Context: an optimization exercise on an open-source flow, tuned for small area, a short achievable clock period and few clock cycles per item. The choices shown serve that exercise and are no tape-out recipe.
Where RTL was checked, it was by simulation tests only, not by an equivalence proof against the original.
No functional check of the RTL was part of runs 4 to 7.
Power figures rest on the tool's default switching activity, not on a simulated workload.

## flow/design.v

```verilog
`timescale 1ns/1ns
package exec_pkg;
   localparam int GHSR_WIDTH_DEFAULT = 8;
   typedef enum logic [3:0] {
      ALU_ADD   = 4'd0,
      ALU_SUB   = 4'd1,
      ALU_SLL   = 4'd2,
      ALU_SLT   = 4'd3,
      ALU_SLTU  = 4'd4,
      ALU_XOR   = 4'd5,
      ALU_SRL   = 4'd6,
      ALU_SRA   = 4'd7,
      ALU_OR    = 4'd8,
      ALU_AND   = 4'd9,
      ALU_LUI   = 4'd10,  
      ALU_MUL   = 4'd11,
      ALU_MULHU = 4'd12,
      ALU_DIVU  = 4'd13,
      ALU_REMU  = 4'd14
   } alu_op_type;
   typedef enum logic [2:0] {
      BR_EQ  = 3'd0,
      BR_NE  = 3'd1,
      BR_LT  = 3'd2,
      BR_GE  = 3'd3,
      BR_LTU = 3'd4,
      BR_GEU = 3'd5
   } branch_op_type;
   typedef enum logic [1:0] {
      MEM_BYTE = 2'd0,
      MEM_HALF = 2'd1,
      MEM_WORD = 2'd2
   } mem_size_type;
   typedef enum logic [1:0] {
      FWD_NONE   = 2'b00,  
      FWD_MEM_WB = 2'b01,
      FWD_EX_MEM = 2'b10
   } fwd_sel_type;
   typedef struct packed {
      alu_op_type    alu_op;
      logic          alu_src;    
      logic          is_branch;
      branch_op_type branch_op;
      logic          is_jump;    
      logic          is_jumpr;   
      logic          mem_read;
      logic          mem_write;
      mem_size_type  mem_size;
      logic          is_mul;     
   } control_type;
   typedef struct packed {
      logic                          pred_taken;
      logic [31:0]                   pred_target;
      logic [GHSR_WIDTH_DEFAULT-1:0] pred_ghsr;  
   } branch_predict_type;
endpackage
`timescale 1ns/1ns
import exec_pkg::*;
module operand_select (
   input  logic [31:0] data1,
   input  logic [31:0] data2,
   input  logic [1:0]  fwd_sel_rs1,
   input  logic [1:0]  fwd_sel_rs2,
   input  logic [31:0] fwd_data_ex_mem,
   input  logic [31:0] fwd_data_mem_wb,
   output logic [31:0] ops_rs1,
   output logic [31:0] ops_rs2
);
   always_comb begin
      case (fwd_sel_rs1)
         2'b01:   ops_rs1 = fwd_data_mem_wb;
         2'b10:   ops_rs1 = fwd_data_ex_mem;
         default: ops_rs1 = data1;
      endcase
      case (fwd_sel_rs2)
         2'b01:   ops_rs2 = fwd_data_mem_wb;
         2'b10:   ops_rs2 = fwd_data_ex_mem;
         default: ops_rs2 = data2;
      endcase
   end
endmodule
`timescale 1ns/1ns
import exec_pkg::*;
module alu (
   input  logic [31:0] left,
   input  logic [31:0] right,
   input  logic [3:0]  alu_op,
   output logic [31:0] alu_result,
   output logic        lt_signed,     
   output logic        lt_unsigned
);
   logic        sub;
   logic [32:0] sum;
   logic [31:0] sh_rev;
   logic [4:0]  sh_amt;
   logic        sh_fill;
   logic [31:0] sh_out;
   logic [31:0] sh_out_rev;
   logic        shift_left;
   assign sub = (alu_op == 4'd1) | (alu_op == 4'd3) | (alu_op == 4'd4);
   assign sum = {1'b0, left} + {1'b0, sub ? ~right : right} + {32'd0, sub};
   assign lt_unsigned = ~sum[32];
   assign lt_signed   = (left[31] ^ right[31]) ? left[31] : sum[31];
   assign shift_left = (alu_op == 4'd2);
   assign sh_amt     = right[4:0];
   assign sh_fill    = (alu_op == 4'd7) & left[31];
   always_comb begin
      for (int i = 0; i < 32; i++) sh_rev[i] = left[31 - i];
   end
   assign sh_out = $unsigned($signed({sh_fill, shift_left ? sh_rev : left}) >>> sh_amt);
   always_comb begin
      for (int i = 0; i < 32; i++) sh_out_rev[i] = sh_out[31 - i];
   end
   always_comb begin
      case (alu_op)
         4'd0, 4'd1: alu_result = sum[31:0];
         4'd2:       alu_result = sh_out_rev;
         4'd3:       alu_result = {31'd0, lt_signed};
         4'd4:       alu_result = {31'd0, lt_unsigned};
         4'd5:       alu_result = left ^ right;
         4'd6, 4'd7: alu_result = sh_out;
         4'd8:       alu_result = left | right;
         4'd9:       alu_result = left & right;
         4'd10:      alu_result = right;
         default:    alu_result = 32'd0;
      endcase
   end
endmodule
`timescale 1ns/1ns
import exec_pkg::*;
module branch_unit #(
   parameter int GHSR_WIDTH = exec_pkg::GHSR_WIDTH_DEFAULT
) (
   input  logic [31:0]           rs1,
   input  logic [31:0]           rs2,
   input  logic [31:0]           imm,
   input  logic [31:0]           pc,
   input  logic [31:0]           rs1_plus_imm,
   input  logic                  lt_signed,     
   input  logic                  lt_unsigned,
   input  exec_pkg::control_type ctrl,
   input  exec_pkg::branch_predict_type branch_predict,
   output logic                  branch_taken,
   output logic [31:0]           branch_target_pc,
   output logic                  branch_flush,
   output logic [GHSR_WIDTH-1:0] ghsr_restore
);
   logic cond_true;
   logic eq;
   assign eq = (rs1 == rs2);
   always_comb begin
      case (ctrl.branch_op)
         BR_EQ:   cond_true = eq;
         BR_NE:   cond_true = ~eq;
         BR_LT:   cond_true = lt_signed;
         BR_GE:   cond_true = ~lt_signed;
         BR_LTU:  cond_true = lt_unsigned;
         BR_GEU:  cond_true = ~lt_unsigned;
         default: cond_true = 1'b0;
      endcase
   end
   assign branch_taken = ctrl.is_jump | ctrl.is_jumpr | (ctrl.is_branch & cond_true);
   assign branch_target_pc = ctrl.is_jumpr ? {rs1_plus_imm[31:1], 1'b0} : pc + imm;
   assign branch_flush = (ctrl.is_branch | ctrl.is_jump | ctrl.is_jumpr)
                       & ((branch_taken != branch_predict.pred_taken)
                          | (branch_taken & (branch_predict.pred_target != branch_target_pc)));
   assign ghsr_restore = {branch_predict.pred_ghsr[GHSR_WIDTH-2:0], branch_taken};
endmodule
`timescale 1ns/1ns
import exec_pkg::*;
module mul_div (
   input  logic        clk,
   input  logic        reset,
   input  logic        is_mul,
   input  logic [3:0]  alu_op,
   input  logic [31:0] a,
   input  logic [31:0] b,
   output logic [31:0] muldiv_result,
   output logic        muldiv_ready
);
   logic        busy_q;
   logic        div_q;    
   logic [4:0]  cnt_q;
   logic [31:0] x_q;      
   logic [63:0] p_q;
   logic        is_div;
   logic        last;
   logic [5:0]  lz_a;
   logic [5:0]  lz_b;
   logic [2:0]  top_a;
   logic [2:0]  top_b;
   logic        swap;
   logic        b_zero;
   logic [31:0] align_value;
   logic [4:0]  align_amount;
   logic [31:0] b_aligned;
   logic [3:0]  digit;
   logic [35:0] row_acc;
   logic [35:0] row0;
   logic [36:0] low_sum;
   logic [27:0] hi_inc;
   logic [63:0] p_mul;
   logic        qbit;
   logic [31:0] rem_next;
   logic [31:0] quo_next;
   function automatic logic [5:0] clz32(input logic [31:0] v);
      logic [5:0] n;
      n = 6'd32;
      for (int i = 0; i < 32; i++) if (v[i]) n = 6'(31 - i);
      clz32 = n;
   endfunction
   function automatic logic [2:0] top_digit(input logic [31:0] v);
      logic [2:0] t;
      t = 3'd0;
      for (int i = 1; i < 8; i++) if (v[4*i +: 4] != 4'd0) t = 3'(i);
      top_digit = t;
   endfunction
   assign is_div = alu_op[2] & (alu_op[1] | alu_op[0]);  
   assign last   = (cnt_q == 5'd0);
   assign lz_a   = clz32(a);
   assign lz_b   = clz32(b);
   assign b_zero = (b == 32'd0);
   assign top_a  = top_digit(a);
   assign top_b  = top_digit(b);
   assign swap   = top_a < top_b;
   assign align_value  = (!is_div && swap) ? a : b;
   assign align_amount = is_div ? ((!b_zero && lz_b >= lz_a) ? 5'(lz_b - lz_a) : 5'd0)
                                : {~(swap ? top_a : top_b), 2'b00};
   assign b_aligned    = align_value << align_amount;
   assign digit   = div_q ? 4'b0001 : p_q[63:60];
   assign row_acc = div_q ? {4'b0000, p_q[31:0]} : {p_q[31:0], 4'b0000};
   assign row0    = {{4{div_q}}, (x_q & {32{digit[0]}}) ^ {32{div_q}}};
   assign low_sum = {1'b0, row_acc} + {1'b0, row0}
                  + {4'b0, x_q & {32{digit[1]}}, 1'b0}
                  + {3'b0, x_q & {32{digit[2]}}, 2'b0}
                  + {2'b0, x_q & {32{digit[3]}}, 3'b0}
                  + {36'd0, div_q};
   assign hi_inc  = p_q[59:32] + 28'd1;
   assign p_mul   = {low_sum[36] ? hi_inc : p_q[59:32], low_sum[35:0]};
   assign qbit     = low_sum[36];
   assign rem_next = qbit ? low_sum[31:0] : p_q[31:0];
   assign quo_next = {p_q[62:32], qbit};
   always_ff @(posedge clk) begin
      if (reset) begin
         busy_q <= 1'b0;
      end else begin
         busy_q <= is_mul & ~(busy_q & last);
      end
   end
   always_ff @(posedge clk) begin
      if (!busy_q) begin
         div_q <= is_div;
         if (is_div) begin
            cnt_q <= align_amount;
            x_q   <= b_aligned;
            p_q   <= {{32{b_zero}}, a};
         end else begin
            cnt_q <= {2'b00, swap ? top_a : top_b};
            x_q   <= swap ? b : a;
            p_q   <= {b_aligned, 32'd0};
         end
      end else begin
         cnt_q <= cnt_q - 5'd1;
         if (div_q) begin
            x_q <= {1'b0, x_q[31:1]};
            p_q <= {quo_next, rem_next};
         end else begin
            p_q <= p_mul;
         end
      end
   end
   always_comb begin
      case (alu_op[1:0])
         2'b11:   muldiv_result = p_mul[31:0];    
         2'b00:   muldiv_result = p_mul[63:32];   
         2'b01:   muldiv_result = quo_next;       
         default: muldiv_result = rem_next;       
      endcase
   end
   assign muldiv_ready = busy_q & last;
endmodule
`timescale 1ns/1ns
import exec_pkg::*;
module result_select (
   input  logic [31:0] rs2,
   input  logic [31:0] pc,
   input  exec_pkg::control_type ctrl,
   input  logic [31:0] alu_result,
   input  logic [31:0] muldiv_result,
   output logic [31:0] rd_data,
   output logic [31:0] memory_data
);
   always_comb begin
      case (ctrl.mem_size)
         MEM_BYTE: memory_data = {4{rs2[7:0]}};
         MEM_HALF: memory_data = {2{rs2[15:0]}};
         default:  memory_data = rs2;
      endcase
   end
   always_comb begin
      if (ctrl.is_jump || ctrl.is_jumpr) begin
         rd_data = {pc[31:2] + 30'd1, pc[1:0]};  
      end else if (ctrl.is_mul) begin
         rd_data = muldiv_result;
      end else begin
         rd_data = alu_result;
      end
   end
endmodule
`timescale 1ns/1ns
import exec_pkg::*;
module execute_stage #(
   parameter int GHSR_WIDTH = exec_pkg::GHSR_WIDTH_DEFAULT
) (
   input  logic                  clk,
   input  logic                  reset,
   input  logic [31:0]           data1,
   input  logic [31:0]           data2,
   input  logic [31:0]           pc,
   input  logic [31:0]           immediate_data,
   input  logic [15:0]           control_in,      
   input  logic [40:0]           branch_predict,  
   input  logic [1:0]            fwd_sel_rs1,     
   input  logic [1:0]            fwd_sel_rs2,
   input  logic [31:0]           fwd_data_ex_mem,
   input  logic [31:0]           fwd_data_mem_wb,
   output logic [15:0]           control_out,
   output logic [31:0]           rd_data,
   output logic [31:0]           branch_target_pc,
   output logic                  branch_flush,
   output logic [31:0]           memory_data,
   output logic [31:0]           memory_addr,
   output logic                  ex2if_branch_valid,
   output logic                  ex2if_branch_taken,
   output logic [31:0]           ex2if_branch_addr,
   output logic [31:0]           ex2if_branch_target_addr,
   output logic                  ex2if_branch_update_ghsr,
   output logic [GHSR_WIDTH-1:0] ex2if_ghsr_restore,
   output logic                  muldiv_ready
);
   exec_pkg::control_type        ctrl;
   exec_pkg::branch_predict_type bp;
   logic [31:0] rs1;
   logic [31:0] rs2;
   logic [31:0] right;
   logic [31:0] alu_result;
   logic        lt_signed;
   logic        lt_unsigned;
   logic [31:0] muldiv_result;
   assign ctrl = control_in;
   assign bp   = branch_predict;
   operand_select operand_select_i (
      .data1           (data1),
      .data2           (data2),
      .fwd_sel_rs1     (fwd_sel_rs1),
      .fwd_sel_rs2     (fwd_sel_rs2),
      .fwd_data_ex_mem (fwd_data_ex_mem),
      .fwd_data_mem_wb (fwd_data_mem_wb),
      .ops_rs1         (rs1),
      .ops_rs2         (rs2)
   );
   assign right = ctrl.alu_src ? immediate_data : rs2;
   assign memory_addr = rs1 + immediate_data;
   alu alu_i (
      .left        (rs1),
      .right       (right),
      .alu_op      (ctrl.alu_op),
      .alu_result  (alu_result),
      .lt_signed   (lt_signed),
      .lt_unsigned (lt_unsigned)
   );
   branch_unit #(
      .GHSR_WIDTH (GHSR_WIDTH)
   ) branch_unit_i (
      .rs1              (rs1),
      .rs2              (rs2),
      .imm              (immediate_data),
      .pc               (pc),
      .rs1_plus_imm     (memory_addr),
      .lt_signed        (lt_signed),
      .lt_unsigned      (lt_unsigned),
      .ctrl             (ctrl),
      .branch_predict   (bp),
      .branch_taken     (ex2if_branch_taken),
      .branch_target_pc (branch_target_pc),
      .branch_flush     (branch_flush),
      .ghsr_restore     (ex2if_ghsr_restore)
   );
   mul_div mul_div_i (
      .clk           (clk),
      .reset         (reset),
      .is_mul        (ctrl.is_mul),
      .alu_op        (ctrl.alu_op),
      .a             (rs1),
      .b             (rs2),
      .muldiv_result (muldiv_result),
      .muldiv_ready  (muldiv_ready)
   );
   result_select result_select_i (
      .rs2           (rs2),
      .pc            (pc),
      .ctrl          (ctrl),
      .alu_result    (alu_result),
      .muldiv_result (muldiv_result),
      .rd_data       (rd_data),
      .memory_data   (memory_data)
   );
   assign ex2if_branch_valid       = ctrl.is_branch | ctrl.is_jump | ctrl.is_jumpr;
   assign ex2if_branch_update_ghsr = ctrl.is_branch;
   assign ex2if_branch_addr        = pc;
   assign ex2if_branch_target_addr = branch_target_pc;
   assign control_out              = control_in;
endmodule
```

## flow/constraint.sdc

```tcl
create_clock -name core_clock -period 10.0 [get_ports {clk}]
set_input_delay 2.0000 -clock core_clock [delete_from_list [all_inputs] [get_ports {clk}]]
set_output_delay 2.0000 -clock core_clock [all_outputs]
set_load 0.01 [all_outputs]
```

## flow/config.mk

```make
export PLATFORM = sky130hd
export DESIGN_NAME = execute_stage
export DESIGN_NICKNAME = execute_stage
export VERILOG_FILES = /design/flow/design.v
export SDC_FILE = /design/flow/constraint.sdc
export NUM_CORES = 4
export LEC_CHECK = 0
export CAP_MARGIN = 20
export CORE_MARGIN = 2
export CORE_UTILIZATION = 40
export SETUP_SLACK_MARGIN = 1.5
export SLEW_MARGIN = 20
```

## flow/run.sh

```bash
#!/bin/bash
# synth_recipe.tcl (not shown) runs the flow's synth.tcl, then flattens the netlist and writes it again
# the make line also repeats each setting of config.mk as NAME=value (left out here)
make -C /OpenROAD-flow-scripts/flow DESIGN_CONFIG=/design/flow/config.mk WORK_HOME=/design/flow/orfs CLKGATE_MAP_FILE= SYNTH_SCRIPT=/design/flow/synth_recipe.tcl finish
```

==> results.toml, run 1 <==
[setup_path]
critical_path.top_delay_family = "simple AND/OR/NAND/NOR gates"
path_class = "input port to output pin"
critical_path.most_common_cell = "buf_4"
path_buf_inv = 8
end_kind = "output pin"
start_kind = "input port"
slowest_stage = "or4b_4"
cpPeakStageDelay_ps = 520
worstPathRequired_ps = 8000
worstPathCellList = "buf_6, buf_6, ha_4, buf_4, buf_4, a221oi_2, nor2_1, buf_4, ha_1, nand4_1, o211ai_1, a2111oi_4, buf_4, o2111ai_4, or4_4, a2111oi_4, or4b_4, nor4b_4, buf_4, nand4_1, or4_4, a2111oi_4, a21oi_2, buf_2"
worstPathMaxFanout = 16
worstPathArrival_ps = 7380

[final_layout]
fillCellCount = 7325
stdcell_area_sq_um = 42500
drive_gt1_share_pct = 23.0
syn2layout_area_growth_pct = 38.2
multi_input_area_sq_um = 28000
seqCellArea_sq_um = 2390
finalNonFillerCells = 5975
nets = 5499

[floorplanning]
chipHeight_um = 281
initial_core_util_pct = 40.4
coreArea_sq_um = 76100
ios = 476
die_w_um = 281
rows = 101
dieArea_sq_um = 79200

[place]
place_area_sq_um = 38400
portBuffers = 456
dpl.hpwl_mm = 146
place_ws_ps = -580
gp_congestion = 1.11
dp_cells = 5778

[route]
met3_length_mm = 23.1
detail_route.iter0.violations = 5565
antenna_left = 0
first_pass_iters = 9
m1WireLength_mm = 73.0
routedWlPerCell_um = 30.6
dr.max_layer_used = "met5"
viasPerCell = 6.54
wl_met2_mm = 73.8
vias = 39100
drc_errors = 0
routed_wl_mm = 183

[grt]
grt-ovfl-total = 0
grtUsageTotal_pct = 43.7
antenna_found_initial = 19
grt_pass1_wl_mm = 253
grt_max_degree = 58
grt_pass1_vias = 35400

[timing]
maxClockFrequency_ghz = 0.107
finalHoldViolCount = 0
worst_pin_slew_ps = 1110
final.setup.worst_slack_ps = 621
setup_viol = 0
fin_skew_ps = 21.7
slew-limit-headroom_pct = 25.4
drv_slew = 0
finalSetupTns_ps = 0
fin_crit_ps = 9380
rsz0062_at_grt = "yes"
finalCritPeriodShare_pct = 93.8

[clock_network]
insertion_delay_ps = 380
clk_pin_slew_ps = 80
numCtsBuffers = 9
clock_sinks = 103
cts_tree = "built"
htreeDepth = 3
cts_root_buf = "clkbuf_16"
cts_max_path_buffers = 2

[logic_synthesis]
syn_area_per_cell_sq_um = 7.29
synth.area.top_cells = "mux2i_1, ha_1, fa_1"
synth_ff_type = "dfxtp_1"
syn-instance-count = 4221
yosys.cell_count.top_type = "nand2_1"
yosys.area.top_type = "mux2i_1"
ys_ff_latch = 103
synth_top_area_share_pct = 8.75
synth_edf_count = 33
yosysSeqAreaShare_pct = 7.77
synth_cell_type_count = 101
netlist_area_sq_um = 30800
synth.net_count = 4791
async_flop_share_pct = 0
yosys_warnings = 5
netlist_top_cells_count = "nand2_1, nor2_1, o21ai_0"

[pwr]
cellPowerDensity_nw_per_um2 = 227
power.leakage_nw = 18.0
ir_worst_vdd_v = 0.000183

[hold_path]
hold_path_class = "flop to flop"

[job]
max_cap_viol_count = 0

[outcome]
status = "finished clean"
-- stage by stage --
stage               power (mW)  util [%]  hold slack [ps]
floorplan                 5.19         -              436
global placement          7.88      50.5              457
detailed placement        7.91      50.5              466
CTS                       8.81      53.5              475
global route              10.1      55.9              497
finish                    9.67      55.9              471
-- cells by family (layout without fill, tap and decap cells) --
| group | Yosys count | in the layout | synth area share [%] |
|---|---|---|---|
| xor+xnor | 245 | 245 | 7.25 |
| simple gates | 1290 | 1290 | 19.6 |
| compound gates | 1330 | 1330 | 29.5 |
| buf+inv | 586 | 1298 | 8.48 |
| mux | 352 | 353 | 12.1 |
| other cells | 0 | 11 | 0 |
| flops | 103 | 103 | 7.77 |
| fa+ha+maj | 315 | 315 | 15.3 |
-- repair_timing --
action,CTS,global route
setup endpoints to repair,154,125
gates resized for setup,371,285
cloned,5,6
buffers inserted,76,83
hold buffers,0,0
endpoints found under the hold margin,0,0
pin swaps,90,120
-- routing by layer --
| metal | GRT usage [%] | up-vias |
|---|---|---|
| met3 | 11.9 | 652 |
| met4 | 23.3 | 24 |
| li1 | - | 17000 |
| met5 | 0 | - |
| met2 | 63.1 | 2757 |
| met1 | 58.8 | 18700 |
-- layout by cell type, fill, tap and decap left out, types with 68 or more instances in the layout --
| cell | netlist | routed |
|---|---|---|
| buf_4 | 93 | 534 |
| nand2_1 | 453 | 430 |
| clkdlybuf4s50_1 | 0 | 399 |
| nor2_1 | 333 | 306 |
| mux2i_1 | 269 | 249 |
| o21ai_0 | 285 | 230 |
| a21oi_1 | 243 | 214 |
| inv_1 | 211 | 203 |
| ha_1 | 214 | 184 |
| xnor2_1 | 145 | 128 |
| fa_1 | 101 | 98 |
| nand3_1 | 87 | 86 |
| o22ai_1 | 87 | 85 |
| xor2_1 | 94 | 85 |
| o211ai_1 | 78 | 78 |
| nor3_1 | 75 | 69 |
| dfxtp_1 | 70 | 69 |
| mux2_2 | 74 | 68 |
-- final timing paths --
path | from | endpoint | slack, ps | depth (start not counted)
setup / recovery | fwd_sel_rs1[1] | branch_flush | 620 | 24
hold / removal | mul_div_i.cnt_q[0] | mul_div_i.cnt_q[0] | 470 | 1
setup reg to reg | mul_div_i.div_q | mul_div_i.p_q[7] | 3660 | 23
hold reg to reg | mul_div_i.cnt_q[0] | mul_div_i.cnt_q[0] | 470 | 1
-- where the power goes --
| group | total (mW) | internal [mW] | switching [mW] |
|---|---|---|---|
| clock network | 0.385 | 0.181 | 0.204 |
| registers | 0.850 | 0.594 | 0.256 |
| logic | 8.43 | 3.56 | 4.88 |
-- worst register-to-register path: stages (launching register included) --
cell	delay, ps
edfxtp_1	430
buf_12	180
nor2b_4	140
buf_12	120
buf_12	130
nand2_1	80
fa_1	500
fa_1	510
inv_1	60
fa_1	440
ha_2	400
a21oi_2	100
o21a_1	210
o211ai_1	210
a21oi_2	110
or4_4	490
a21oi_4	220
buf_4	150
o211ai_1	110
buf_4	200
buf_4	160
nand2_2	800
mux2i_1	340
o22ai_1	130
-- sequential cells by signal, indices dropped and copies added (netlist names) --
signal / count
mul_div_i.x_q: 32
mul_div_i.cnt_q: 5
mul_div_i.busy_q: 1
mul_div_i.div_q: 1
mul_div_i.p_q: 64
-- area by class of cell --
cell class,instances,share of cell area (%)
flip-flops and latches,103,5.63
diodes,11,0.0647
clock buffers,9,0.530
well taps,1030,3.03
inverters,222,2.02
repair buffers,1060,22.6
clock inverters,7,0.191
multi-input cells,3533,65.9
Testbench counts, summed over its fixed seeds: cycles 34,886, instrs 24,164.
==> run 2: changes to the inputs <==
--- a/flow/config.mk
+++ b/flow/config.mk
@@ -9,4 +9,4 @@
 export CORE_MARGIN = 2
 export CORE_UTILIZATION = 40
-export SETUP_SLACK_MARGIN = 1.5
+export SETUP_SLACK_MARGIN = 0.3
 export SLEW_MARGIN = 20
==> results.toml, run 2 <==
[outcome]
status = "finished clean"

[logic_synthesis]
yosys_warnings = 5
synth.area.top_cells = "mux2i_1, ha_1, fa_1"
ys_ff_latch = 103
synth_top_area_share_pct = 8.75
synth_edf_count = 33
netlist_top_cells_count = "nand2_1, nor2_1, o21ai_0"
synth.net_count = 4791
syn-instance-count = 4221
synth_ff_type = "dfxtp_1"
yosysSeqAreaShare_pct = 7.77
async_flop_share_pct = 0
yosys.cell_count.top_type = "nand2_1"
syn_area_per_cell_sq_um = 7.29
synth_cell_type_count = 101
yosys.area.top_type = "mux2i_1"
netlist_area_sq_um = 30800

[timing]
hold_ws_ps = 473
fin_crit_ps = 9680
setup_viol = 0
slew-limit-headroom_pct = 29.3
rsz0062_at_grt = "yes"
maxClockFrequency_ghz = 0.103
worst_pin_slew_ps = 1060
drv_slew = 0
finalCritPeriodShare_pct = 96.8
fin_skew_ps = 11.7
finalHoldViolCount = 0

[final_layout]
drive_gt1_share_pct = 15.5
syn2layout_area_growth_pct = 28.9
final_cell_mix = "buf_4, clkdlybuf4s50_1, nand2_1, nor2_1, o21ai_0"
largest-register = "mul_div_i.p_q"
finalNonFillerCells = 5873
nets = 5396
largest_reg_flops = 64
reg_top3 = "mul_div_i.p_q (64), mul_div_i.x_q (32), mul_div_i.cnt_q (5)"
final_common_cell = "buf_4"

[floorplanning]
initial_core_util_pct = 40.4
ios = 476
die_w_um = 281
rows = 101
dieArea_sq_um = 79200
chipHeight_um = 281
coreArea_sq_um = 76100

[setup_path]
worstPathMaxFanout = 2
end_kind = "output pin"
path_class = "input port to output pin"
reg2reg_depth = 20
worstPathArrival_ps = 7680
start_kind = "input port"
crit_path_start = "fwd_sel_rs1[1]"
r2r-start = "mul_div_i.div_q"
cpPeakStageDelay_ps = 530
slowest_stage = "or4b_4"
worstPathRequired_ps = 8000

[clock_network]
clk_pin_slew_ps = 70
insertion_delay_ps = 370
cts_tree = "built"
numCtsBuffers = 9
htreeDepth = 3
cts_max_path_buffers = 2
hold_buffers = 0
cts_root_buf = "clkbuf_16"
clock_sinks = 103

[route]
detail_route.iter0.violations = 5416
m1WireLength_mm = 70.9
viasPerCell = 6.51
antenna_left = 0
routedWlPerCell_um = 29.4
first_pass_iters = 8
wl_met2_mm = 71.0
dr.max_layer_used = "met5"
routed_wl_mm = 173
drc_errors = 0
met3_length_mm = 19.7
vias = 38200

[hold_path]
whs_path_depth = 1
worstHoldStart = "mul_div_i.cnt_q[0]"
hold_path_class = "flop to flop"

[pwr]
power.leakage_nw = 16.9
cellPowerDensity_nw_per_um2 = 220
ir_worst_vdd_v = 0.000164
power.total_mw = 8.74

[place]
dpl.hpwl_mm = 143
dp_cells = 5827
gp_congestion = 1.09
portBuffers = 456

[grt]
grt_pass1_wl_mm = 244
grt_pass1_vias = 34900
grt-ovfl-total = 0
antenna_found_initial = 15
grt_max_degree = 72
grtUsageTotal_pct = 41.8

[job]
max_cap_viol_count = 0
## run 2: cell counts after synthesis
No cell type changed its count.
## run 2: path summary, 6_finish.rpt
check	end	slack (ps)
worst max-delay path	branch_flush	320
worst min-delay path	mul_div_i.cnt_q[0]	470
worst max register to register	mul_div_i.p_q[2]	3330
worst min register to register	mul_div_i.cnt_q[0]	470
## run 2: per-stage QoR
| stage | TNS, ps | area (sq um) | utilization [%] | setup slack, ps |
|---|---|---|---|---|
| 2_1_floorplan | 0 | 30800 | - | 384 |
| 3_3_place_gp | -2320 | 38700 | 50.9 | -1050 |
| 3_5_place_dp | -2690 | 38700 | 50.9 | -1100 |
| 4_1_cts | 0 | 39300 | 51.7 | 286 |
| 5_1_grt | 0 | 39600 | 52.1 | 214 |
| 6_report | 0 | 39700 | 52.1 | 316 |
## run 2: metal layers
layer | vias to the layer above | track usage (%)
met1 | 18300 | 56.8
met4 | 14 | 21.8
met2 | 2599 | 61.2
li1 | 16800 | -
met5 | - | 0
met3 | 525 | 9.82
## run 2: worst max-delay path: cells and delay by family
kind,cells,cell delay (ps)
xor gates and xnor gates,1,210
buffers and inverters,8,1110
and+or+nand+nor,6,2020
muxes,1,320
AOI/OAI and AO/OA,6,1180
adders and majority gates,3,820
## run 2: kinds of logic (layout without fill, tap and decap cells)
family                   Yosys count  count (layout)  synth area share (%)
other                              0              12                     0
AO/OA/AOI/OAI                   1330            1330                  29.5
adder cells (fa/ha/maj)          315             315                  15.3
XOR/XNOR                         245             245                  7.25
multiplexers                     352             352                  12.1
flip-flops                       103             103                  7.77
buffers and inverters            586            1196                  8.48
AND/OR/NAND/NOR                 1290            1290                  19.6
## run 2: cell type report
| class | count | area (sq um) |
|---|---|---|
| clock inverter | 7 | 80.1 |
| inverter | 222 | 838 |
| antenna | 12 | 30.0 |
| fill | 7656 | 36400 |
| multi-input combinational | 3532 | 26300 |
| tap | 1030 | 1290 |
| clock buffer | 9 | 225 |
| sequential | 103 | 2390 |
| timing repair buffer | 958 | 8480 |
## run 2: report_power, final
group | internal (mW) | switching, mW
Combinational | 3.04 | 4.48
Sequential | 0.594 | 0.240
Clock | 0.197 | 0.183
## run 2: what timing repair did
action,CTS,global route
resized for setup,59,63
setup endpoints to repair,31,31
pin swaps,18,9
buffers inserted,15,3
==> run 3: changes to the inputs <==
==> flow/flow/run.sh (new file) <==
#!/bin/bash
# Standard layout, with plain buffers on the ports instead of the delay cells buffer_ports picks
set -euo pipefail
export BUFFER_PORTS_ARGS="-buffer_cell sky130_fd_sc_hd__buf_2"
bash standard.sh > standard.log 2>&1
==> flow/standard.sh (new file) <==
#!/bin/bash
# synth_recipe.tcl (not shown) runs the flow's synth.tcl, then flattens the netlist and writes it again
# the make line also repeats each setting of config.mk as NAME=value (left out here)
make -C /OpenROAD-flow-scripts/flow DESIGN_CONFIG=/design/flow/config.mk WORK_HOME=/design/flow/orfs CLKGATE_MAP_FILE= SYNTH_SCRIPT=/design/flow/synth_recipe.tcl "${@:-finish}"
removed: flow/run.sh
==> results.toml, run 3 <==
[outcome]
status = "finished clean"

[logic_synthesis]
synth_top_area_share_pct = 8.75
async_flop_share_pct = 0
yosys_warnings = 5
netlist_area_sq_um = 30800
yosysSeqAreaShare_pct = 7.77
synth_cell_type_count = 101
syn_area_per_cell_sq_um = 7.29
ys_ff_latch = 103
synth.area.top_cells = "mux2i_1, ha_1, fa_1"
synth.net_count = 4791
synth_ff_type = "dfxtp_1"
yosys.area.top_type = "mux2i_1"
synth_edf_count = 33
yosys.cell_count.top_type = "nand2_1"
syn-instance-count = 4221
netlist_top_cells_count = "nand2_1, nor2_1, o21ai_0"

[final_layout]
final_cell_mix = "buf_2, nand2_1, nor2_1, buf_4, o21ai_0"
largest-register = "mul_div_i.p_q"
largest_reg_flops = 64
utilization_pct = 46.6
finalNonFillerCells = 5656
reg_top3 = "mul_div_i.p_q (64), mul_div_i.x_q (32), mul_div_i.cnt_q (5)"
drive_gt1_share_pct = 20.6
stdcell_area_sq_um = 35500
final_common_cell = "buf_2"
syn2layout_area_growth_pct = 15.3
nets = 5183

[timing]
finalCritPeriodShare_pct = 97.1
setup_viol = 0
finalSetupTns_ps = 0
hold_ws_ps = 481
finalHoldViolCount = 0
slew-limit-headroom_pct = 22.0
drv_slew = 0
maxClockFrequency_ghz = 0.103
final.setup.worst_slack_ps = 292
fin_crit_ps = 9710
rsz0062_at_grt = "yes"
worst_pin_slew_ps = 1170
fin_skew_ps = 22.0

[place]
dp_cells = 5630
portBuffers = 456
place_ws_ps = -165
dpl.hpwl_mm = 150
gp_congestion = 1.05
place_area_sq_um = 34900

[pwr]
power.leakage_nw = 15.9
cellPowerDensity_nw_per_um2 = 237
power.total_mw = 8.39
ir_worst_vdd_v = 0.000175

[route]
routed_wl_mm = 180
antenna_left = 0
routedWlPerCell_um = 31.8
vias = 37100
detail_route.iter0.violations = 4307
first_pass_iters = 8
drc_errors = 0
viasPerCell = 6.57

[clock_network]
clk_pin_slew_ps = 70
cts_max_path_buffers = 2
cts_root_buf = "clkbuf_16"
numCtsBuffers = 9
htreeDepth = 3
insertion_delay_ps = 390
clock_sinks = 103
cts_tree = "built"
hold_buffers = 0

[setup_path]
worstPathArrival_ps = 7710
path_class = "input port to output pin"
start_kind = "input port"
worstPathRequired_ps = 8000
worstPathMaxFanout = 29
end_kind = "output pin"

[grt]
grt_pass1_wl_mm = 250
grt-ovfl-total = 0
grt_max_degree = 62
antenna_found_initial = 12
grt_pass1_vias = 34100
grtUsageTotal_pct = 43.8

[floorplanning]
die_w_um = 281
coreArea_sq_um = 76100
ios = 476
initial_core_util_pct = 40.4
chipHeight_um = 281
rows = 101
dieArea_sq_um = 79200

[job]
max_cap_viol_count = 0

[hold_path]
hold_path_class = "flop to flop"
## run 3: cell counts after synthesis
Identical to the previous run, type by type.
## run 3: critical path, cell delays in order
cell and delay [ps]:
buf_2 180, ha_2 340, buf_12 170, buf_12 160
nor2b_1 130, nor2_1 690, ha_1 390, a21o_1 170
a311oi_1 410, a21oi_1 160, and2_1 230, o31a_1 280
o211a_1 250, or4_1 510, a222oi_1 390, buf_4 180
nand4_1 100, or4_4 460, a2111oi_4 200, a21oi_1 120
buf_2 150
## run 3: metal layers
layer	routed length [um]	up-vias	GRT usage [%]
met1	75500	18000	60.1
met2	73200	2336	62.6
met4	12000	14	25.0
met5	96	-	0
li1	-	16300	-
met3	19200	478	9.97
## run 3: worst paths after layout
path                           start                  to  slack, ps  cells after the start
hold reg to reg   mul_div_i.cnt_q[0]  mul_div_i.cnt_q[0]        480                      1
hold / removal    mul_div_i.cnt_q[0]  mul_div_i.cnt_q[0]        480                      1
setup / recovery      fwd_sel_rs1[1]        branch_flush        290                     21
setup reg to reg     mul_div_i.div_q   mul_div_i.p_q[55]       2850                     22
## run 3: cell families (layout without fill, tap and decap cells)
group | after synthesis | count (layout) | synth area share (%)
flops | 103 | 103 | 7.77
mux | 352 | 352 | 12.1
xor+xnor | 245 | 245 | 7.25
simple gates | 1290 | 1290 | 19.6
compound gates | 1330 | 1330 | 29.5
buf+inv | 586 | 983 | 8.48
other cells | 0 | 8 | 0
fa+ha+maj | 315 | 315 | 15.3
## run 3: final cells by class
| type | instances | area, sq um |
|---|---|---|
| Fill cell | 7995 | 40600 |
| Multi-Input combinational cell | 3532 | 26100 |
| Timing Repair Buffer | 745 | 4560 |
| Sequential cell | 103 | 2390 |
| Tap cell | 1030 | 1290 |
| Inverter | 222 | 835 |
| Clock buffer | 14 | 308 |
| Antenna cell | 8 | 20.0 |
| Clock inverter | 2 | 17.5 |
## run 3: what timing repair did
| action | in CTS | in global routing |
|---|---|---|
| gates resized for setup | 27 | 18 |
| cloned | 0 | 0 |
| setup endpoints to repair | 1 | 15 |
| pin swaps | 8 | 1 |
| buffers inserted | 1 | 1 |
## run 3: power by group
group          internal (mW)  leakage, nW  switching, mW  total [mW]
clock network          0.216        0.159          0.181       0.397
logic                   2.62         14.8           4.53        7.15
registers              0.594        0.934          0.244       0.838
==> run 4: changes to the inputs <==
--- a/flow/design.v
+++ b/flow/design.v
@@ -146,6 +146,14 @@
    output logic [GHSR_WIDTH-1:0] ghsr_restore
 );
-   logic cond_true;
-   logic eq;
+   logic        cond_true;
+   logic        eq;
+   logic [31:0] pred;
+   logic [31:0] pc_x;
+   logic [31:0] pc_k;
+   logic [31:0] rs_x;
+   logic [31:0] rs_k;
+   logic        pc_match;
+   logic        rs_match;
+   logic        target_match;
    assign eq = (rs1 == rs2);
    always_comb begin
@@ -162,7 +170,22 @@
    assign branch_taken = ctrl.is_jump | ctrl.is_jumpr | (ctrl.is_branch & cond_true);
    assign branch_target_pc = ctrl.is_jumpr ? {rs1_plus_imm[31:1], 1'b0} : pc + imm;
+   assign pred = branch_predict.pred_target;
+   assign pc_x = pc ^ imm;
+   assign rs_x = rs1 ^ imm;
+   always_comb begin
+      pc_k[0] = 1'b0;
+      rs_k[0] = 1'b0;
+      rs_k[1] = rs1[0] & imm[0];        
+      for (int i = 1; i < 32; i++) begin
+         pc_k[i] = (pc[i-1] & imm[i-1]) | (pc_x[i-1] & ~pred[i-1]);
+         if (i > 1) rs_k[i] = (rs1[i-1] & imm[i-1]) | (rs_x[i-1] & ~pred[i-1]);
+      end
+   end
+   assign pc_match     = ((pc_x ^ pred ^ pc_k) == 32'd0);
+   assign rs_match     = ((rs_x[31:1] ^ pred[31:1] ^ rs_k[31:1]) == 31'd0) & ~pred[0];
+   assign target_match = ctrl.is_jumpr ? rs_match : pc_match;
    assign branch_flush = (ctrl.is_branch | ctrl.is_jump | ctrl.is_jumpr)
-                       & ((branch_taken != branch_predict.pred_taken)
-                          | (branch_taken & (branch_predict.pred_target != branch_target_pc)));
+                       & (branch_taken ? (~branch_predict.pred_taken | ~target_match)
+                                       : branch_predict.pred_taken);
    assign ghsr_restore = {branch_predict.pred_ghsr[GHSR_WIDTH-2:0], branch_taken};
 endmodule
==> results.toml, run 4 <==
[pwr]
power.leakage_nw = 15.7
ir_worst_vdd_v = 0.000178
power.total_mw = 8.43
cellPowerDensity_nw_per_um2 = 242

[logic_synthesis]
syn_area_per_cell_sq_um = 7.56
synth.area.top_cells = "fa_1, ha_1, mux2i_1"
synth-adder-area-share_pct = 19.3
synth.net_count = 4664
netlist_top_cells_count = "nand2_1, o21ai_0, inv_1"
synth_top_area_share_pct = 10.6
ys_ff_latch = 103
syn-instance-count = 4035
yosysSeqAreaShare_pct = 7.84
yosys.area.top_type = "fa_1"
synth_top_family_by_area = "compound AO/OA/AOI/OAI gates"
yosys.cell_count.top_type = "nand2_1"
synth_cell_type_count = 101
async_flop_share_pct = 0
synth_mux_area_share_pct = 11.4
netlist_area_sq_um = 30500
synth_xor_area_share_pct = 8.53
synth_edf_count = 33
synth_ff_type = "dfxtp_1"
yosys_warnings = 5
synth-simple-area-share_pct = 17.2
synth_compound_area_share_pct = 26.5

[place]
gp_congestion = 1.06
portBuffers = 456
dp_cells = 5428
dpl.hpwl_mm = 143

[final_layout]
final_common_cell = "buf_2"
finalNonFillerCells = 5450
largest-register = "mul_div_i.p_q"
reg_top3 = "mul_div_i.p_q (64), mul_div_i.x_q (32), mul_div_i.cnt_q (5)"
nets = 5090
syn2layout_area_growth_pct = 14.4
largest_reg_flops = 64
utilization_pct = 46.1
fillCellCount = 7979
final_cell_mix = "buf_2, nand2_1, o21ai_0, buf_4, inv_1"
drive_gt1_share_pct = 20.6

[clock_network]
cts_tree = "built"
cts_root_buf = "clkbuf_16"
hold_buffers = 0
htreeDepth = 3
insertion_delay_ps = 390
clk_pin_slew_ps = 70
cts_resized = 0
postCtsSetupRepairBufs = 0
clock_sinks = 103
numCtsBuffers = 9
cts_max_path_buffers = 2

[hold_path]
hold_path_class = "flop to flop"

[setup_path]
worstPathCellList = "buf_2, inv_1, ha_1, buf_12, a221oi_1, nor2_1, buf_4, ha_1, o21ai_0, o31ai_1, o311ai_0, a31o_2, o31a_1, o21ai_0, and2_1, nor4_1, buf_4, o31ai_1, xor2_1, mux2_2, buf_2"
slowest_stage = "a221oi_1"
end_kind = "output pin"
worstPathArrival_ps = 7390
cpPeakStageDelay_ps = 610
worstPathRequired_ps = 8000
worstPathMaxFanout = 23
critical_path.top_delay_family = "compound AO/OA/AOI/OAI gates"
start_kind = "input port"
path_buf_inv = 6
path_class = "input port to output pin"

[grt]
antenna_found_initial = 12
grtUsageTotal_pct = 42.7
grt-ovfl-total = 0
grt_pass1_wl_mm = 241
grt_max_degree = 71
grt_pass1_vias = 32900

[route]
vias = 35600
drc_errors = 0
antenna_left = 0
routedWlPerCell_um = 31.8
detail_route.iter0.violations = 4805
first_pass_iters = 9
viasPerCell = 6.52
routed_wl_mm = 174

[floorplanning]
coreArea_sq_um = 75700
die_w_um = 280
chipHeight_um = 280
ios = 476
initial_core_util_pct = 40.3
rows = 101
dieArea_sq_um = 78500

[timing]
hold_ws_ps = 470
finalSetupTns_ps = 0
fin_crit_ps = 9390
finalCritPeriodShare_pct = 93.9
drv_slew = 0
rsz0062_at_grt = "no"
finalHoldViolCount = 0
setup_viol = 0
worst_pin_slew_ps = 1090
slew-limit-headroom_pct = 27.5
fin_skew_ps = 8.79
maxClockFrequency_ghz = 0.106

[job]
max_cap_viol_count = 0

[outcome]
status = "finished clean"
[run 4: kinds of logic after synthesis]
kind of cell	Yosys count
adders and majority gates	374
xor gates and xnor gates	297
buffers and inverters	599
AOI/OAI and AO/OA	1208
DFF	103
and+or+nand+nor	1124
muxes	330
[run 4: area by class of cell]
cell class	count	area, sq um	area share [%]
inverter	274	1030	2.95
sequential	103	2390	6.86
clock inverter	7	65.1	0.186
multi-input combinational	3333	25500	73.0
clock buffer	9	225	0.645
timing repair buffer	740	4490	12.9
tap	978	1220	3.51
antenna	6	15.0	0.0430
[run 4: layer usage]
metal	vias to the layer above	track usage (%)	wire, um
met5	-	0	150
met4	20	25.0	12200
met3	553	8.92	18500
met2	2373	64.1	72800
met1	17200	56.3	69900
li1	15400	-	-
[run 4: path summary, 6_finish.rpt]
path                                              to          startpoint  slack, ps  cells after the start
worst max register to register      mul_div_i.p_q[9]     mul_div_i.div_q       3510                     20
worst min register to register    mul_div_i.cnt_q[0]  mul_div_i.cnt_q[0]        470                      1
worst max-delay path            branch_target_pc[31]      fwd_sel_rs1[1]        610                     21
worst min-delay path              mul_div_i.cnt_q[0]  mul_div_i.cnt_q[0]        470                      1
[run 4: stage by stage]
stage / instance area (sq um) / setup WS, ps
5_1_grt: 34900 / 349
2_1_floorplan: 30500 / 589
3_5_place_dp: 34600 / 386
6_report: 34900 / 607
3_3_place_gp: 34600 / 441
4_1_cts: 34900 / 377
[run 4: where the power goes]
part / leakage, nW / internal, mW / switching (mW)
sequential: 0.932 / 0.597 / 0.293
clock: 0.139 / 0.175 / 0.195
combinational: 14.6 / 2.74 / 4.44
==> run 5: changes to the inputs <==
--- a/flow/design.v
+++ b/flow/design.v
@@ -86,27 +86,25 @@
    input  logic [31:0] right,
    input  logic [3:0]  alu_op,
-   output logic [31:0] alu_result,
+   output logic [31:0] sum,           
+   output logic [31:0] other_result,  
    output logic        lt_signed,     
    output logic        lt_unsigned
 );
    logic        sub;
-   logic [32:0] sum;
+   logic [32:0] sum_c;
    logic [31:0] sh_rev;
-   logic [4:0]  sh_amt;
    logic        sh_fill;
    logic [31:0] sh_out;
    logic [31:0] sh_out_rev;
-   logic        shift_left;
-   assign sub = (alu_op == 4'd1) | (alu_op == 4'd3) | (alu_op == 4'd4);
-   assign sum = {1'b0, left} + {1'b0, sub ? ~right : right} + {32'd0, sub};
-   assign lt_unsigned = ~sum[32];
-   assign lt_signed   = (left[31] ^ right[31]) ? left[31] : sum[31];
-   assign shift_left = (alu_op == 4'd2);
-   assign sh_amt     = right[4:0];
-   assign sh_fill    = (alu_op == 4'd7) & left[31];
+   assign sub   = (alu_op == 4'd1) | (alu_op == 4'd3) | (alu_op == 4'd4);
+   assign sum_c = {1'b0, left} + {1'b0, sub ? ~right : right} + {32'd0, sub};
+   assign sum   = sum_c[31:0];
+   assign lt_unsigned = ~sum_c[32];
+   assign lt_signed   = (left[31] ^ right[31]) ? left[31] : sum_c[31];
+   assign sh_fill = (alu_op == 4'd7) & left[31];
    always_comb begin
       for (int i = 0; i < 32; i++) sh_rev[i] = left[31 - i];
    end
-   assign sh_out = $unsigned($signed({sh_fill, shift_left ? sh_rev : left}) >>> sh_amt);
+   assign sh_out = $unsigned($signed({sh_fill, (alu_op == 4'd2) ? sh_rev : left}) >>> right[4:0]);
    always_comb begin
       for (int i = 0; i < 32; i++) sh_out_rev[i] = sh_out[31 - i];
@@ -114,14 +112,11 @@
    always_comb begin
       case (alu_op)
-         4'd0, 4'd1: alu_result = sum[31:0];
-         4'd2:       alu_result = sh_out_rev;
-         4'd3:       alu_result = {31'd0, lt_signed};
-         4'd4:       alu_result = {31'd0, lt_unsigned};
-         4'd5:       alu_result = left ^ right;
-         4'd6, 4'd7: alu_result = sh_out;
-         4'd8:       alu_result = left | right;
-         4'd9:       alu_result = left & right;
-         4'd10:      alu_result = right;
-         default:    alu_result = 32'd0;
+         4'd2:       other_result = sh_out_rev;
+         4'd5:       other_result = left ^ right;
+         4'd6, 4'd7: other_result = sh_out;
+         4'd8:       other_result = left | right;
+         4'd9:       other_result = left & right;
+         4'd10:      other_result = right;
+         default:    other_result = 32'd0;
       endcase
    end
@@ -227,4 +222,5 @@
    logic [31:0] rem_next;
    logic [31:0] quo_next;
+   logic [63:0] p_step;
    function automatic logic [5:0] clz32(input logic [31:0] v);
       logic [5:0] n;
@@ -252,5 +248,5 @@
    assign b_aligned    = align_value << align_amount;
    assign digit   = div_q ? 4'b0001 : p_q[63:60];
-   assign row_acc = div_q ? {4'b0000, p_q[31:0]} : {p_q[31:0], 4'b0000};
+   assign row_acc = div_q ? {4'b0000, p_q[63:32]} : {p_q[31:0], 4'b0000};
    assign row0    = {{4{div_q}}, (x_q & {32{digit[0]}}) ^ {32{div_q}}};
    assign low_sum = {1'b0, row_acc} + {1'b0, row0}
@@ -262,6 +258,7 @@
    assign p_mul   = {low_sum[36] ? hi_inc : p_q[59:32], low_sum[35:0]};
    assign qbit     = low_sum[36];
-   assign rem_next = qbit ? low_sum[31:0] : p_q[31:0];
-   assign quo_next = {p_q[62:32], qbit};
+   assign rem_next = qbit ? low_sum[31:0] : p_q[63:32];
+   assign p_step   = div_q ? {rem_next, quo_next} : p_mul;
+   assign quo_next = {p_q[30:0], qbit};
    always_ff @(posedge clk) begin
       if (reset) begin
@@ -277,5 +274,5 @@
             cnt_q <= align_amount;
             x_q   <= b_aligned;
-            p_q   <= {{32{b_zero}}, a};
+            p_q   <= {a, {32{b_zero}}};
          end else begin
             cnt_q <= {2'b00, swap ? top_a : top_b};
@@ -285,20 +282,9 @@
       end else begin
          cnt_q <= cnt_q - 5'd1;
-         if (div_q) begin
-            x_q <= {1'b0, x_q[31:1]};
-            p_q <= {quo_next, rem_next};
-         end else begin
-            p_q <= p_mul;
-         end
+         p_q   <= p_step;
+         if (div_q) x_q <= {1'b0, x_q[31:1]};
       end
    end
-   always_comb begin
-      case (alu_op[1:0])
-         2'b11:   muldiv_result = p_mul[31:0];    
-         2'b00:   muldiv_result = p_mul[63:32];   
-         2'b01:   muldiv_result = quo_next;       
-         default: muldiv_result = rem_next;       
-      endcase
-   end
+   assign muldiv_result = alu_op[0] ? p_step[31:0] : p_step[63:32];
    assign muldiv_ready = busy_q & last;
 endmodule
@@ -309,9 +295,17 @@
    input  logic [31:0] pc,
    input  exec_pkg::control_type ctrl,
-   input  logic [31:0] alu_result,
+   input  logic [31:0] sum,
+   input  logic [31:0] other_result,
+   input  logic        lt_signed,
+   input  logic        lt_unsigned,
    input  logic [31:0] muldiv_result,
    output logic [31:0] rd_data,
    output logic [31:0] memory_data
 );
+   logic        link;
+   logic        use_sum;
+   logic        use_lt;
+   logic        lt;
+   logic [31:0] early;
    always_comb begin
       case (ctrl.mem_size)
@@ -321,13 +315,18 @@
       endcase
    end
+   assign link    = ctrl.is_jump | ctrl.is_jumpr;
+   assign use_sum = ~link & (ctrl.alu_op[3:1] == 3'd0);
+   assign use_lt  = ~link & ((ctrl.alu_op == 4'd3) | (ctrl.alu_op == 4'd4));
+   assign lt      = ctrl.alu_op[0] ? lt_signed : lt_unsigned;
    always_comb begin
-      if (ctrl.is_jump || ctrl.is_jumpr) begin
-         rd_data = {pc[31:2] + 30'd1, pc[1:0]};  
+      if (link) begin
+         early = {pc[31:2] + 30'd1, pc[1:0]};  
       end else if (ctrl.is_mul) begin
-         rd_data = muldiv_result;
+         early = muldiv_result;
       end else begin
-         rd_data = alu_result;
+         early = other_result;
       end
    end
+   assign rd_data = early | (sum & {32{use_sum}}) | {31'd0, use_lt & lt};
 endmodule
 `timescale 1ns/1ns
@@ -367,5 +366,6 @@
    logic [31:0] rs2;
    logic [31:0] right;
-   logic [31:0] alu_result;
+   logic [31:0] sum;
+   logic [31:0] other_result;
    logic        lt_signed;
    logic        lt_unsigned;
@@ -389,5 +389,6 @@
       .right       (right),
       .alu_op      (ctrl.alu_op),
-      .alu_result  (alu_result),
+      .sum         (sum),
+      .other_result(other_result),
       .lt_signed   (lt_signed),
       .lt_unsigned (lt_unsigned)
@@ -424,5 +425,8 @@
       .pc            (pc),
       .ctrl          (ctrl),
-      .alu_result    (alu_result),
+      .sum           (sum),
+      .other_result  (other_result),
+      .lt_signed     (lt_signed),
+      .lt_unsigned   (lt_unsigned),
       .muldiv_result (muldiv_result),
       .rd_data       (rd_data),
--- a/flow/config.mk
+++ b/flow/config.mk
@@ -6,4 +6,5 @@
 export NUM_CORES = 4
 export LEC_CHECK = 0
+export ABC_AREA = 1
 export CAP_MARGIN = 20
 export CORE_MARGIN = 2
==> results.toml, run 5 <==
[logic_synthesis]
yosys_warnings = 5
synth.area.top_cells = "nand2_1, fa_1, ha_1"
yosys.cell_count.top_type = "nand2_1"
syn_area_per_cell_sq_um = 6.11
synth.net_count = 5554
netlist_top_cells_count = "nand2_1, inv_1, o21ai_0"
synth_cell_type_count = 69
yosysSeqAreaShare_pct = 7.96
netlist_area_sq_um = 30100
synth_top_area_share_pct = 17.9
synth_edf_count = 33
async_flop_share_pct = 0
yosys.area.top_type = "nand2_1"
ys_ff_latch = 103
synth_ff_type = "dfxtp_1"
syn-instance-count = 4923

[timing]
maxClockFrequency_ghz = 0.107
drv_slew = 0
fin_skew_ps = 10.3
fin_crit_ps = 9320
final.setup.worst_slack_ps = 678
worst_pin_slew_ps = 1040
finalHoldViolCount = 0
rsz0062_at_grt = "no"
finalCritPeriodShare_pct = 93.2
hold_ws_ps = 446
setup_viol = 0
finalSetupTns_ps = 0
slew-limit-headroom_pct = 30.7

[grt]
grt_max_degree = 123
antenna_found_initial = 11
grt_pass1_wl_mm = 232
grt-ovfl-total = 0
grtUsageTotal_pct = 40.2
grt_pass1_vias = 34800

[floorplanning]
ios = 476
dieArea_sq_um = 77400
chipHeight_um = 278
initial_core_util_pct = 40.4
rows = 100
coreArea_sq_um = 74400
die_w_um = 278

[route]
viasPerCell = 5.95
vias = 37000
drc_errors = 0
routedWlPerCell_um = 25.7
routed_wl_mm = 160
antenna_left = 0
detail_route.iter0.violations = 4513
first_pass_iters = 6

[setup_path]
end_kind = "output pin"
reg2reg_depth = 32
worstPathMaxFanout = 29
worstPathRequired_ps = 8000
worstPathArrival_ps = 7320
start_kind = "input port"
cpPeakStageDelay_ps = 430
path_class = "input port to output pin"
slowest_stage = "ha_1"

[hold_path]
whs_path_depth = 1
hold_path_class = "flop to flop"

[place]
place_area_sq_um = 33200
dp_cells = 6194
place_ws_ps = 741
dpl.hpwl_mm = 128
portBuffers = 456
gp_congestion = 1.04

[final_layout]
largest_reg_flops = 64
largest-register = "mul_div_i.p_q"
syn2layout_area_growth_pct = 11.6
nets = 5867
finalNonFillerCells = 6219
stdcell_area_sq_um = 33600
utilization_pct = 45.1
final_cell_mix = "nand2_1, inv_1, o21ai_0, buf_2, nand3_1"
reg_top3 = "mul_div_i.p_q (64), mul_div_i.x_q (32), mul_div_i.cnt_q (5)"
drive_gt1_share_pct = 14.5
final_common_cell = "nand2_1"

[pwr]
cellPowerDensity_nw_per_um2 = 221
power.total_mw = 7.42
power.leakage_nw = 16.3
ir_worst_vdd_v = 0.000142

[clock_network]
cts_tree = "built"
htreeDepth = 3
clk_pin_slew_ps = 70
insertion_delay_ps = 370
hold_buffers = 0
cts_max_path_buffers = 2
cts_root_buf = "clkbuf_16"
numCtsBuffers = 9
clock_sinks = 103

[outcome]
status = "finished clean"

[job]
max_cap_viol_count = 0
[run 5: path summary, 6_finish.rpt]
check                           from                 end  slack [ps]
hold reg to reg   mul_div_i.cnt_q[0]  mul_div_i.cnt_q[0]         450
setup / recovery      fwd_sel_rs2[0]        branch_flush         680
setup reg to reg   mul_div_i.p_q[62]   mul_div_i.p_q[63]        3640
hold / removal    mul_div_i.cnt_q[0]  mul_div_i.cnt_q[0]         450
[run 5: final cells by class]
cell class,count,area (sq um)
Inverter,502,1890
Antenna cell,9,22.5
Sequential cell,103,2390
Tap cell,969,1210
Clock buffer,12,268
Clock inverter,4,73.8
Multi-Input combinational cell,3996,24100
Timing Repair Buffer,624,3570
Fill cell,8071,40900
[run 5: worst max-delay path: cells and delay by family]
| kind | cells | cell delay (ps) |
|---|---|---|
| simple gates | 14 | 1530 |
| fa+ha+maj | 2 | 800 |
| xor+xnor | 1 | 170 |
| buf+inv | 8 | 1040 |
| compound gates | 9 | 1760 |
[run 5: cells by family (layout without fill, tap and decap cells)]
| logic type | count (synthesis) | in the layout | synth area share, % |
|---|---|---|---|
| AND/OR/NAND/NOR | 2261 | 2261 | 31.1 |
| AO/OA/AOI/OAI | 1137 | 1137 | 22.7 |
| buffers and inverters | 824 | 1142 | 12.1 |
| adder cells (fa/ha/maj) | 376 | 376 | 19.7 |
| XOR/XNOR | 205 | 205 | 5.97 |
| flip-flops | 103 | 103 | 7.96 |
| multiplexers | 17 | 17 | 0.566 |
| other | 0 | 9 | 0 |
[run 5: repair_timing]
item,CTS,global route
buffers inserted,0,0
resized for setup,0,6
endpoints found under the setup margin,0,3
[run 5: metal layers]
metal  vias up  global-route usage (%)  wire (um)
met1     17300                    50.9      63100
li1      17000                       -          -
met3       456                    10.1      17500
met2      2165                    61.3      67400
met4        10                    24.8      11600
met5         -                       0         92
[run 5: power by group]
part / switching [mW] / internal (mW) / total, mW / leakage, nW
registers: 0.186 / 0.585 / 0.771 / 0.936
clock network: 0.174 / 0.243 / 0.416 / 0.168
logic: 4.20 / 2.03 / 6.24 / 15.2
total: 4.57 / 2.86 / 7.42 / 16.3
==> run 6: changes to the inputs <==
--- a/flow/config.mk
+++ b/flow/config.mk
@@ -10,4 +10,4 @@
 export CORE_MARGIN = 2
 export CORE_UTILIZATION = 40
-export SETUP_SLACK_MARGIN = 0.3
+export SETUP_SLACK_MARGIN = 1.5
 export SLEW_MARGIN = 20
==> results.toml, run 6 <==
[outcome]
status = "finished clean"

[timing]
slew-limit-headroom_pct = 31.4
drv_slew = 0
fin_skew_ps = 10.7
maxClockFrequency_ghz = 0.117
finalSetupTns_ps = 0
fin_crit_ps = 8510
finalHoldViolCount = 0
worst_pin_slew_ps = 1020
rsz0062_at_grt = "yes"
finalCritPeriodShare_pct = 85.1
setup_viol = 0

[logic_synthesis]
async_flop_share_pct = 0
yosys.area.top_type = "nand2_1"
synth_edf_count = 33
yosysSeqAreaShare_pct = 7.96
synth.net_count = 5554
yosys_warnings = 5
yosys.cell_count.top_type = "nand2_1"
synth_cell_type_count = 69
netlist_top_cells_count = "nand2_1, inv_1, o21ai_0"
ys_ff_latch = 103
netlist_area_sq_um = 30100
synth.area.top_cells = "nand2_1, fa_1, ha_1"
synth_top_area_share_pct = 17.9
synth_ff_type = "dfxtp_1"
syn_area_per_cell_sq_um = 6.11
syn-instance-count = 4923

[setup_path]
slowest_stage = "o21ai_2"
cpPeakStageDelay_ps = 410
worstPathRequired_ps = 8000
r2r-end = "mul_div_i.p_q[61]"
start_kind = "input port"
regToRegSetupSlack_ps = 4300
worstPathArrival_ps = 6510
r2r-start = "mul_div_i.div_q"
critical_path.top_delay_family = "simple AND/OR/NAND/NOR gates"
worstPathMaxFanout = 12
end_kind = "output pin"
reg2reg_depth = 33
path_buf_inv = 9
path_class = "input port to output pin"
critical_path.most_common_cell = "nand2_1"

[final_layout]
largest-register = "mul_div_i.p_q"
largest_reg_flops = 64
stdcell_area_sq_um = 35300
drive_gt1_share_pct = 18.8
multi_input_area_sq_um = 25200
syn2layout_area_growth_pct = 17.5
seqCellArea_sq_um = 2390
final_common_cell = "nand2_1"
reg_top3 = "mul_div_i.p_q (64), mul_div_i.x_q (32), mul_div_i.cnt_q (5)"
final_cell_mix = "nand2_1, inv_1, buf_2, o21ai_0, nand3_1"
nets = 5942
fillCellCount = 8031

[route]
drc_errors = 0
routed_wl_mm = 162
vias = 37700
viasPerCell = 5.99
antenna_left = 0
routedWlPerCell_um = 25.8
first_pass_iters = 8
detail_route.iter0.violations = 4813

[floorplanning]
dieArea_sq_um = 77400
chipHeight_um = 278
initial_core_util_pct = 40.4
ios = 476
die_w_um = 278
coreArea_sq_um = 74400
rows = 100

[clock_network]
insertion_delay_ps = 380
cts_tree = "built"
hold_buffers = 0
numCtsBuffers = 9
cts_root_buf = "clkbuf_16"
cts_max_path_buffers = 2
clk_pin_slew_ps = 80
clock_sinks = 103
htreeDepth = 3

[hold_path]
worstHoldEndpoint = "mul_div_i.cnt_q[0]"
whs_path_depth = 1
worstHoldStart = "mul_div_i.cnt_q[0]"
hold_path_class = "flop to flop"

[job]
max_cap_viol_count = 0

[grt]
grtUsageTotal_pct = 40.3
grt_max_degree = 66
grt_pass1_vias = 34700
antenna_found_initial = 10
grt_pass1_wl_mm = 232
grt-ovfl-total = 0

[pwr]
power.leakage_nw = 16.9
cellPowerDensity_nw_per_um2 = 227
ir_worst_vdd_v = 0.000189

[place]
place_area_sq_um = 33400
portBuffers = 456
dpl.hpwl_mm = 130
gp_congestion = 1.07
-- run 6: cell counts after synthesis --
Identical to the previous run, type by type.
-- run 6: cells by family (layout without fill, tap and decap cells) --
logic type                 after synthesis  count (layout)  synth area share, %
and+or+nand+nor                       2261            2262                 31.1
AOI/OAI and AO/OA                     1137            1137                 22.7
buffers and inverters                  824            1216                 12.1
adders and majority gates              376             376                 19.7
xor gates and xnor gates               205             205                 5.97
DFF                                    103             103                 7.96
muxes                                   17              17                0.566
other                                    0               7                    0
-- run 6: worst max-delay path by stage --
| stage | to | slack, ps | depth (start not counted) | from |
|---|---|---|---|---|
| 6_report | branch_flush | 1490 | 31 | fwd_sel_rs2[0] |
| 5_1_grt | branch_flush | 1330 | 37 | fwd_sel_rs2[0] |
| 2_1_floorplan | rd_data[26] | 1510 | 34 | fwd_sel_rs2[0] |
| 3_3_place_gp | branch_flush | 500 | 35 | fwd_sel_rs2[0] |
| 3_5_place_dp | branch_flush | 530 | 35 | fwd_sel_rs2[0] |
| 4_1_cts | branch_flush | 1400 | 30 | fwd_sel_rs2[0] |
-- run 6: power by group --
part	internal [mW]	switching, mW	total [mW]
clock	0.171	0.181	0.352
sequential	0.584	0.186	0.771
combinational	2.41	4.50	6.91
-- run 6: layout make-up --
class                      instances  share of cell area (%)
clock inverter                     6                   0.124
antenna                            7                  0.0496
timing repair buffer             695                    12.2
sequential                       103                    6.77
timing repair inverter             3                  0.0708
inverter                         502                    5.44
multi-input combinational       3997                    71.3
clock buffer                      10                   0.648
tap                              969                    3.43
-- run 6: routing by layer --
metal	vias up	GRT usage [%]	wire length [um]
met4	2	24.9	12600
met3	493	8.37	16700
met1	17700	51.2	63200
met5	-	0	18
met2	2265	62.6	69900
li1	17200	-	-
-- run 6: repair_timing --
item | 4_1_cts | 5_1_grt
resized for setup | 101 | 229
pin swaps | 6 | 52
gates cloned | 3 | 5
endpoints found under the setup margin | 72 | 111
setup buffers | 9 | 33
-- run 6: metrics by stage --
stage          std cells  worst slack (ps)  hold WS, ps  utilization (%)  power (mW)
5_1_grt             6287              1330          494             47.4        8.64
3_3_place_gp        6219               504          427             44.8        6.80
6_report            6292              1490          449             47.5        8.04
3_5_place_dp        6219               529          437             44.8        6.81
4_1_cts             6247              1400          449             45.7        7.33
2_1_floorplan       4923              1510          411                -        4.70
==> run 7: changes to the inputs <==
--- a/flow/config.mk
+++ b/flow/config.mk
@@ -10,4 +10,6 @@
 export CORE_MARGIN = 2
 export CORE_UTILIZATION = 40
-export SETUP_SLACK_MARGIN = 1.5
+export SETUP_SLACK_MARGIN = 0.3
 export SLEW_MARGIN = 20
+export SYNTH_HIERARCHICAL = 1
+export SYNTH_MINIMUM_KEEP_SIZE = 0
==> results.toml, run 7 <==
[outcome]
status = "finished clean"

[final_layout]
largest-register = "mul_div_i.p_q"
final_cell_mix = "nand2_1, nand3_1, inv_1, buf_2, nor2_1"
largest_reg_flops = 64
fillCellCount = 9261
reg_top3 = "mul_div_i.p_q (64), mul_div_i.x_q (32), mul_div_i.cnt_q (5)"
drive_gt1_share_pct = 12.6
nets = 6660
final_common_cell = "nand2_1"
seqCellArea_sq_um = 2390
syn2layout_area_growth_pct = 8.73
multi_input_area_sq_um = 26900

[clock_network]
cts_root_buf = "clkbuf_16"
insertion_delay_ps = 380
clock_sinks = 103
clk_pin_slew_ps = 80
numCtsBuffers = 9
htreeDepth = 3
hold_buffers = 0
cts_max_path_buffers = 2
postCtsSetupRepairBufs = 0
cts_tree = "built"

[timing]
drv_slew = 0
rsz0062_at_grt = "no"
finalCritPeriodShare_pct = 93.1
slew-limit-headroom_pct = 26.7
worst_pin_slew_ps = 1100
setup_viol = 0
fin_crit_ps = 9310
fin_skew_ps = 12.2
finalSetupTns_ps = 0
finalHoldViolCount = 0
maxClockFrequency_ghz = 0.107

[setup_path]
start_kind = "flop"
cpPeakStageDelay_ps = 550
path_class = "flop to output pin"
r2r-end = "mul_div_i.p_q[35]"
worstPathArrival_ps = 7310
end_kind = "output pin"
regToRegSetupSlack_ps = 3620
worstPathRequired_ps = 8000
worstPathMaxFanout = 36
critical_path.most_common_cell = "nand2_1"
reg2reg_depth = 29
crit_cells = 28
slowest_stage = "fa_1"
path_buf_inv = 7
critical_path.top_delay_family = "simple AND/OR/NAND/NOR gates"
r2r-start = "mul_div_i.div_q"

[grt]
grt_max_degree = 70
grt_pass1_vias = 37800
grtUsageTotal_pct = 39.9
grt-ovfl-total = 0
grt_pass1_wl_mm = 255
antenna_found_initial = 8

[logic_synthesis]
synth_top_area_share_pct = 19.9
yosys.cell_count.top_type = "nand2_1"
syn-instance-count = 5790
ys_ff_latch = 103
netlist_top_cells_count = "nand2_1, nand3_1, inv_1"
synth_cell_type_count = 70
async_flop_share_pct = 0
synth.net_count = 6421
synth.area.top_cells = "nand2_1, nand3_1, fa_1"
yosys_warnings = 11
netlist_area_sq_um = 33600
syn_area_per_cell_sq_um = 5.81
synth_edf_count = 33
yosysSeqAreaShare_pct = 7.12
yosys.area.top_type = "nand2_1"
synth_ff_type = "dfxtp_1"

[place]
gp_congestion = 1.08
portBuffers = 456
dpl.hpwl_mm = 147

[hold_path]
worstHoldEndpoint = "mul_div_i.cnt_q[0]"
worstHoldStart = "mul_div_i.cnt_q[0]"
hold_path_class = "flop to flop"
whs_path_depth = 1

[pwr]
power.leakage_nw = 18.8
power.total_mw = 7.82
ir_worst_vdd_v = 0.000178
p_sw_share_pct = 63.2
comb_power_share_pct = 86.0
power_frac_seq_pct = 9.5
p_int_mw = 2.88
cellPowerDensity_nw_per_um2 = 214
p_switching_mw = 4.94
clkPwrFrac_pct = 4.5

[job]
max_cap_viol_count = 0

[route]
vias = 41900
routedWlPerCell_um = 25.1
antenna_left = 0
viasPerCell = 5.88
routed_wl_mm = 179
detail_route.iter0.violations = 5430
drc_errors = 0
first_pass_iters = 9

[floorplanning]
initial_core_util_pct = 40.3
chipHeight_um = 294
dieArea_sq_um = 86400
die_w_um = 294
coreArea_sq_um = 83400
rows = 106
ios = 476
[run 7: power groups by stage]
stage / registers, mW / clock network, mW / logic, mW
floorplan: 0.677 / 0 / 4.41
global placement: 0.743 / 0 / 6.48
CTS: 0.734 / 0.351 / 6.55
global route: 0.757 / 0.369 / 7.36
finish: 0.741 / 0.352 / 6.73
detailed placement: 0.744 / 0 / 6.51
[run 7: per-module statistics from Yosys (local to each module, per instance), a selection]
| module | cell area (sq um) | cells inside |
|---|---|---|
| alu | 6660 | 1184 |
| execute_stage | 3350 | 612 |
| result_select | 2160 | 464 |
| mul_div | 14600 | 2297 |
| operand_select | 1760 | 420 |
[run 7: stage by stage]
stage          util (%)  cells  hold slack [ps]  cell area (sq um)  setup WS, ps
3_3_place_gp       43.5   7098              426              36200           772
2_1_floorplan         -   5790              411              33600          2350
3_5_place_dp       43.5   7098              445              36200           702
5_1_grt            43.8   7115              475              36500           323
4_1_cts            43.8   7114              459              36500           502
6_report           43.8   7121              451              36600           694
[run 7: repair_timing]
action                     CTS  global route
setup endpoints to repair    1             5
gates resized for setup      1             5
cloned                       0             0
[run 7: metal layers]
layer | share of wire, % | routed length, um | global-route usage, % | vias to the layer above
met5 | 0 | 0 | 0 | -
met3 | 11 | 19700 | 8.38 | 432
met2 | 42 | 75300 | 60.2 | 2429
met4 | 6.4 | 11500 | 20.9 | 0
li1 | - | - | - | 19500
met1 | 40 | 72200 | 53.4 | 19500
[run 7: kinds of logic after synthesis]
family	after synthesis	share of synthesized area (%)
compound gates	844	14.6
xor+xnor	156	4.06
fa+ha+maj	376	17.5
buf+inv	987	13.1
flops	103	7.12
mux	42	1.37
simple gates	3282	42.2
[run 7: area by class of cell]
class	count	share of cell area, %
clock buffers	10	0.626
well taps	1080	3.70
diodes	7	0.0479
multi-input cells	4700	73.5
repair buffers	585	8.95
inverters	630	6.49
clock inverters	6	0.127
flip-flops and latches	103	6.54
[run 7: worst max path at each step]
stage                                from          end
final                     mul_div_i.div_q  rd_data[14]
after global routing      mul_div_i.div_q  rd_data[29]
after global placement    mul_div_i.div_q  rd_data[27]
after floorplan           mul_div_i.div_q  rd_data[27]
after detailed placement  mul_div_i.div_q  rd_data[27]
after CTS                 mul_div_i.div_q  rd_data[27]

-- port drivers added, routing unchanged --
How much do the figures lean on ideal ports? The routed layouts below were timed once more, with nothing changed but the port constraints.
Step 1 sets driving cells, clkbuf_16 on the clock port and buf_2 on the other inputs (assumed; they add their load-dependent delay and slew).
Step 2, shift: input delay + t, output delay - t, t = (earliest + latest rising clock arrival at the registers) / 2. This alone moves slack from input paths to output paths.
Slacks: ideal / step 1 / step 2; pairs: ideal / step 1.
run	shift t [ns]	slack for setup (ns)
run 1	0.419	0.621 / 0.590 / 0.590
run 2	0.414	0.316 / 0.293 / 0.266
run 3	0.434	0.292 / 0.270 / 0.270
run 4	0.432	0.607 / 0.586 / 0.586
run 5	0.412	0.678 / 0.650 / 0.650
run 6	0.426	1.486 / 1.455 / 1.455
run 7	0.422	0.694 / 0.641 / 0.761
After both steps every run listed still meets setup and hold.
